Background: an optimization exercise with open tools, aiming at small area, a short achievable clock period and few clock cycles per item. Do not read the settings as production practice.
Only simulation tests tie the RTL to the original design; equivalence was not proved.

== v6 ==
Design postfix_expression_evaluator, start of the top module:
module postfix_expression_evaluator #(
	parameter int STACK_DEPTH = pee_pkg::DEFAULT_STACK_DEPTH
) (
	input  wire logic        clk,
	input  wire logic        arst_n,
	input  wire logic        s_axis_tvalid,
	output logic             s_axis_tready,
	input  wire logic [7:0]  s_axis_tdata,    
	input  wire logic        s_axis_tlast,    
	output logic             m_axis_tvalid,
	input  wire logic        m_axis_tready,
	output logic [31:0]      m_axis_tdata,    
	output logic [1:0]       m_axis_tuser     
);
	localparam int MEM_N = STACK_DEPTH - 2;
	localparam int DEPTH_W = $clog2(STACK_DEPTH + 1);
	localparam int IDX_W = $clog2(MEM_N);
	localparam int W = pee_pkg::WORD_W;
	localparam int SYMB = 10;   
	logic h_v, s_v;
	logic [SYMB-1:0] h_q, s_q, in_dec;
	logic push, take;
	logic in_last, in_dig, in_add, in_sub, in_mul, in_div, in_oth, in_as;
	logic [3:0] in_val;
	assign in_dec = {s_axis_tlast,
		(s_axis_tdata >= pee_pkg::SYM_ZERO) && (s_axis_tdata <= pee_pkg::SYM_NINE),
		s_axis_tdata == pee_pkg::SYM_PLUS,
		s_axis_tdata == pee_pkg::SYM_MINUS,
		s_axis_tdata == pee_pkg::SYM_TIMES,
		s_axis_tdata == pee_pkg::SYM_SLASH,
		s_axis_tdata[3:0]};
	assign s_axis_tready = !s_v;
	assign push = s_axis_tvalid && !s_v;
	assign {in_last, in_dig, in_add, in_sub, in_mul, in_div, in_val} = h_q;
	assign in_oth = !(in_dig || in_add || in_sub || in_mul || in_div);
	assign in_as = in_add || in_sub;
	always_ff @(posedge clk or negedge arst_n) begin
		if (!arst_n) begin
			h_v <= 1'b0;
			s_v <= 1'b0;
		end else if (take) begin
			h_v <= s_v || push;
			s_v <= 1'b0;
		end else if (push) begin
			h_v <= 1'b1;
			s_v <= h_v;
		end
	end
	logic [SYMB-1:0] h_nx;
	assign h_nx = take ? (s_v ? s_q : in_dec) : (h_v ? h_q : in_dec);
	always_ff @(posedge clk) begin
		h_q <= h_nx;
		if (push && h_v && !take) begin
			s_q <= in_dec;
		end
	end
	logic st_clear, st_idle, st_pop2, st_mul, st_divb, st_div1, st_div2, st_divf;
	logic [W-1:0] t_q, n_q, w_q;
	logic [W-1:0] mem [MEM_N];
	logic [DEPTH_W-1:0] d_q;
	logic [4:0] cnt_q;
	logic neg_q, cur_last_q, dz_q, ov_q, outp_q;
	logic [W-1:0] popv;
	logic pop_ones;
	logic [DEPTH_W-1:0] d_binop, d_pop;
	logic full, ge2, ge3;
	logic [IDX_W-1:0] rd_idx, wr_idx;
  ...
Size in the first run: roughly 49 I/O pins, ~0.027 sq mm of cells after synthesis.
==> flow/config.mk <==
export PLATFORM = sky130hd
export DESIGN_NAME = postfix_expression_evaluator
export DESIGN_NICKNAME = postfix_expression_evaluator
export VERILOG_FILES = /design/flow/design.v
export SDC_FILE = /design/flow/constraint.sdc
export NUM_CORES = 4
export LEC_CHECK = 0
export ABC_CLOCK_PERIOD_IN_PS = 3000
export CAP_MARGIN = 35
export CORE_MARGIN = 2
export CORE_UTILIZATION = 55
export CTS_BUF_LIST = sky130_fd_sc_hd__clkbuf_8
export SLEW_MARGIN = 35
==> flow/constraint.sdc <==
create_clock -name core_clock -period 10.0 [get_ports {clk}]
set_input_delay 2.0000 -clock core_clock [delete_from_list [all_inputs] [get_ports {clk}]]
set_output_delay 2.0000 -clock core_clock [all_outputs]
set_load 0.01 [all_outputs]
standard.sh (not shown) runs the stock make flow with config.mk's settings and CLKGATE_MAP_FILE= SYNTH_SCRIPT=/design/flow/synth_recipe.tcl, a recipe that flattens the netlist after the stock synthesis.
==> flow/flow/run.sh <==
#!/bin/bash
set -euo pipefail
bash standard.sh SETUP_SLACK_MARGIN=6 finish > standard_flow.log 2>&1
Testbench counts of v6, summed over its fixed seeds: cycles 20,352, items 1,920.
[inputs] v7 vs v6
diff --git a/flow/design.v b/flow/design.v
--- a/flow/design.v
+++ b/flow/design.v
@@ -274,32 +274,31 @@
 		| (sd_key == 10'd321)
 		| (sd_key == 10'd353)
 		| (sd_key == 10'd385)
 		| (sd_key == 10'd417)
 		| (sd_key == 10'd449)
 		| (sd_key == 10'd481)
 		| (sd_key == 10'd514);
 	assign q5[4] = (sd_key == 10'd513);
 	assign sdiv6 = !a_small ? 6'd0 : (n_q[W-1] ^ t_q[W-1]) ? (6'd0 - {1'b0, q5}) : {1'b0, q5};
-	logic xs_t, xs_w, xinv, ys_n, ys_n2, yinv;
+	logic xs_n, xs_w, ys_t, ys_n, ys_n2, inv;
 	logic [W-1:0] x_op, y_op, sum;
 	logic cout;
-	assign x_op = ({W{xs_t}} & t_q) | ({W{xs_w}} & w_q);
-	assign y_op = ({W{ys_n}} & n_q) | ({W{ys_n2}} & {n_q[W-2:0], 1'b0});
-	logic [W-1:0] x_x, y_x, pg_p, pg_g;
+	assign x_op = ({W{xs_n}} & n_q) | ({W{xs_w}} & w_q);
+	assign y_op = ({W{ys_t}} & t_q) | ({W{ys_n}} & n_q) | ({W{ys_n2}} & {n_q[W-2:0], 1'b0});
+	logic [W-1:0] y_x, pg_p, pg_g;
 	logic [W:0] kg [0:6];
 	logic [W:0] kp [0:6];
-	assign x_x = x_op ^ {W{xinv}};
-	assign y_x = y_op ^ {W{yinv}};
-	assign pg_p = x_x ^ y_x;
-	assign pg_g = x_x & y_x;
+	assign y_x = y_op ^ {W{inv}};
+	assign pg_p = x_op ^ y_x;
+	assign pg_g = x_op & y_x;
 	always_comb begin
-		kg[0] = {pg_g, xinv | yinv};
+		kg[0] = {pg_g, inv};
 		kp[0] = {pg_p, 1'b0};
 		for (int l = 0; l < 6; l++) begin
 			for (int i = 0; i <= W; i++) begin
 				if (i >= (1 << l)) begin
 					kg[l+1][i] = kg[l][i] | (kp[l][i] & kg[l][i - (1 << l)]);
 					kp[l+1][i] = kp[l][i] & kp[l][i - (1 << l)];
 				end else begin
 					kg[l+1][i] = kg[l][i];
 					kp[l+1][i] = kp[l][i];
@@ -367,28 +366,28 @@
 		| ({W{ns_pop && en}} & popv)
 		| ({W{ns_l2}} & {n_q[W-3:0], 2'b00})
 		| ({W{ns_l1}} & {n_q[W-2:0], 1'b0})
 		| ({W{ns_r1}} & {1'b0, n_q[W-1:1]})
 		| ({W{ns_hold || !en}} & n_q);
 	logic nh_add, nh_sub, nh_mul, nh_div, nh_as;
 	assign {nh_add, nh_sub, nh_mul, nh_div} = h_nx[7:4];
 	assign nh_as = nh_add || nh_sub;
 	always_ff @(posedge clk) begin
-		xs_t <= (nst_idle && (nh_as || nh_div)) || nst_divf;
+		xs_n <= nst_idle && nh_as;
 		xs_w <= nst_mul || nst_div1 || nst_div2;
-		xinv <= (nst_idle && (nh_sub || (nh_div && t_nx[W-1]))) || (nst_divf && neg_q);
-		ys_n <= (nst_idle && (nh_as || (nh_mul && t_nx[0]))) || (nst_mul && (t_q[2] ^ t_q[1])) || nst_divb || nst_div2;
+		ys_t <= (nst_idle && (nh_as || nh_div)) || nst_divf;
+		ys_n <= (nst_idle && nh_mul && t_nx[0]) || (nst_mul && (t_q[2] ^ t_q[1])) || nst_divb || nst_div2;
 		ys_n2 <= (nst_idle && nh_mul && t_nx[1] && !t_nx[0])
 			|| (nst_mul && ((t_q[3] && !t_q[2] && !t_q[1]) || (!t_q[3] && t_q[2] && t_q[1])))
 			|| nst_div1;
-		yinv <= (nst_idle && nh_mul && t_nx[1])
+		inv <= (nst_idle && (nh_sub || (nh_mul && t_nx[1]) || (nh_div && t_nx[W-1])))
 			|| (nst_mul && t_q[3] && !(t_q[2] && t_q[1]))
-			|| (nst_divb && n_q[W-1]) || nst_div1 || (nst_div2 && (st_div1 || cout));
+			|| (nst_divb && n_q[W-1]) || nst_div1 || (nst_div2 && (st_div1 || cout)) || (nst_divf && neg_q);
 	end
 	logic [DEPTH_W-1:0] d_d;
 	always_comb begin
 		d_d = d_q;
 		if (clr) begin
 			d_d = '0;
 		end else if (p_dig) begin
 			d_d = DEPTH_W'(1);
 		end else if (g_push) begin
## What came out
Least setup slack across all paths after layout: v7 vs v6 down 9.4 ps. The multiplexer share of the synthesized area on v7 is in line with that on v6. Gate count of the mapped netlist delta for v7 relative to v6: about 0.9% lower. Looking at capture point of the critical path, the m_axis_tdata[3] result is from v7; the m_axis_tdata[28] one comes from v6. v7: post-layout net count lower than v6. For v6, the slowest cell on the critical path was sky130_fd_sc_hd__clkdlybuf4s50_1, unlike v7, where it was sky130_fd_sc_hd__dfxtp_2.
Testbench counts of v7, summed over its fixed seeds: cycles 20,352, items 1,920.

Another version of the RTL of postfix_expression_evaluator (not shown whole).
Size in the first run: ~600 flip-flops.
clock: 10.0 ns
lec_check: 0
abc_clock_period_in_ps: 3000
cap_margin: 35
core_margin: 2
core_utilization: 55
slew_margin: 35
==> flow/flow/run.sh <==
#!/bin/bash
set -euo pipefail
bash standard.sh SETUP_SLACK_MARGIN=7 finish > standard_flow.log 2>&1
Testbench counts at the start, summed over its fixed seeds: cycles 20,462, items 1,920.
Rerun with:
--- a/flow/design.v
+++ b/flow/design.v
@@ -312,21 +312,21 @@
 	assign ts_sm = clr || p_dig || g_push || (go && in_div && div_fast) || st_divc;
 	assign ts_hold = !(ts_sum || ts_n || ts_sh || ts_q || ts_sm);
 	assign s6 = clr ? 6'h3F : (st_idle && in_dig) ? {2'b00, in_val} : (st_idle && in_div) ? sdiv6 : 6'd0;
 	assign ns_t = g_push || st_divc;
 	assign ns_pop = clr || p_dig || g_bin || g_oth || st_pop2 || m_fin || st_divf;
 		assign ns_l2 = g_mstep || m_step;
 	assign ns_l1 = st_div1 && !n_q[W-1];
 	assign ns_r1 = st_div2;
 	assign ns_hold = !(ns_t || ns_pop || ns_l2 || ns_l1 || ns_r1);
 	assign pop_ones = !ge3 || clr || p_dig;
-	assign w_en = g_mstep || m_step || g_dslow || (st_div2 && cout);
+	assign w_en = g_mstep || m_step || g_dslow || st_div2;
 	logic nst_idle, nst_pop2, nst_mul, nst_divb, nst_divc, nst_div1, nst_div2, nst_divf;
 	assign nst_idle = st_clear || (st_idle && !(g_mstep || g_dslow || g_oth)) || st_pop2 || m_fin || st_divf;
 	assign nst_pop2 = g_oth;
 	assign nst_mul = g_mstep || m_step;
 	assign nst_divb = g_dslow;
 	assign nst_divc = st_divb;
 	assign nst_div1 = st_divc || (st_div1 && d_ok);
 	assign nst_div2 = (st_div1 && !d_ok) || (st_div2 && (cnt_q != 5'd0));
 	assign nst_divf = st_div2 && (cnt_q == 5'd0);
 	logic [W-1:0] t_oth, t_nx, n_nx;
@@ -348,21 +348,21 @@
 	always_ff @(posedge clk) begin
 		xs_n <= nst_idle && nh_as;
 		xs_w <= nst_mul || nst_div1 || nst_div2;
 		ys_t <= (nst_idle && nh_as) || nst_divb || nst_divf;
 		ys_n <= (nst_idle && ((nh_mul && t_nx[0]) || nh_div)) || (nst_mul && (t_q[2] ^ t_q[1])) || nst_div2;
 		ys_n2 <= (nst_idle && nh_mul && t_nx[1] && !t_nx[0])
 			|| (nst_mul && ((t_q[3] && !t_q[2] && !t_q[1]) || (!t_q[3] && t_q[2] && t_q[1])))
 			|| nst_div1;
 		inv <= (nst_idle && (nh_sub || (nh_mul && t_nx[1]) || (nh_div && n_nx[W-1])))
 			|| (nst_mul && t_q[3] && !(t_q[2] && t_q[1]))
-			|| (nst_divb && t_q[W-1]) || nst_div1 || nst_div2 || (nst_divf && neg_q);
+			|| (nst_divb && t_q[W-1]) || nst_div1 || (nst_div2 && (st_div1 || cout)) || (nst_divf && neg_q);
 	end
 	logic [DEPTH_W-1:0] d_d;
 	always_comb begin
 		d_d = d_q;
 		if (clr) begin
 			d_d = '0;
 		end else if (p_dig) begin
 			d_d = DEPTH_W'(1);
 		end else if (g_push) begin
 			d_d = d_q + DEPTH_W'(1);
The changed run completed without violations; final area goes down by 1.2%; routed wire length is lower by about 3.3%; utilization drops by 0.82 points; first-iteration DRC count grows by about 9%; final cell count came out lower by about 0.3%; worst hold slack got worse by 0.025 ns; global-route usage went down by 0.48 points; setup slack gets better by 0.034 ns; count of clock-buffer cells in the layout is higher by 1; area after synthesis is about the same.
Testbench counts after the change, summed over its fixed seeds: cycles 20,462, items 1,920.

[what the ideal ports hide]
The results above use ideal ports. As a check the final layouts listed here were re-extracted and re-timed, cells and wires unchanged. Step 1 assumes that a clkbuf_16 drives the clock port and a buf_2 every other input. Step 2 adds t to the input delays and takes it off the output delays; t is the mean of the earliest and latest rising clock arrival at the registers after step 1. Input paths then give back, and output paths get back, about the clock's delay inside the block. Three values: no drivers, after step 1, after step 2; two values: the first two.
run	shift t [ns]	setup WS [ns]	hold slack, ns	worst register clock-pin slew, ns	pins driven straight from the clock port
v6	0.752	6.043 / 5.984 / 5.415	0.467 / 0.467 / 0.467	0.07 / 0.07	1
v7	0.724	6.034 / 5.980 / 5.560	0.460 / 0.460 / 0.460	0.06 / 0.06	1
the first run of note 2	0.687	6.066 / 6.066 / 5.941	0.460 / 0.460 / 0.460	0.07 / 0.07	1
the second run of note 2	0.686	6.099 / 6.099 / 6.099	0.435 / 0.435 / 0.435	0.07 / 0.07	1
After both steps every run listed still meets setup and hold. For v6, which loses most, drivers alone change the setup slack by -0.059 ns; drivers and shift together by -0.628 ns.
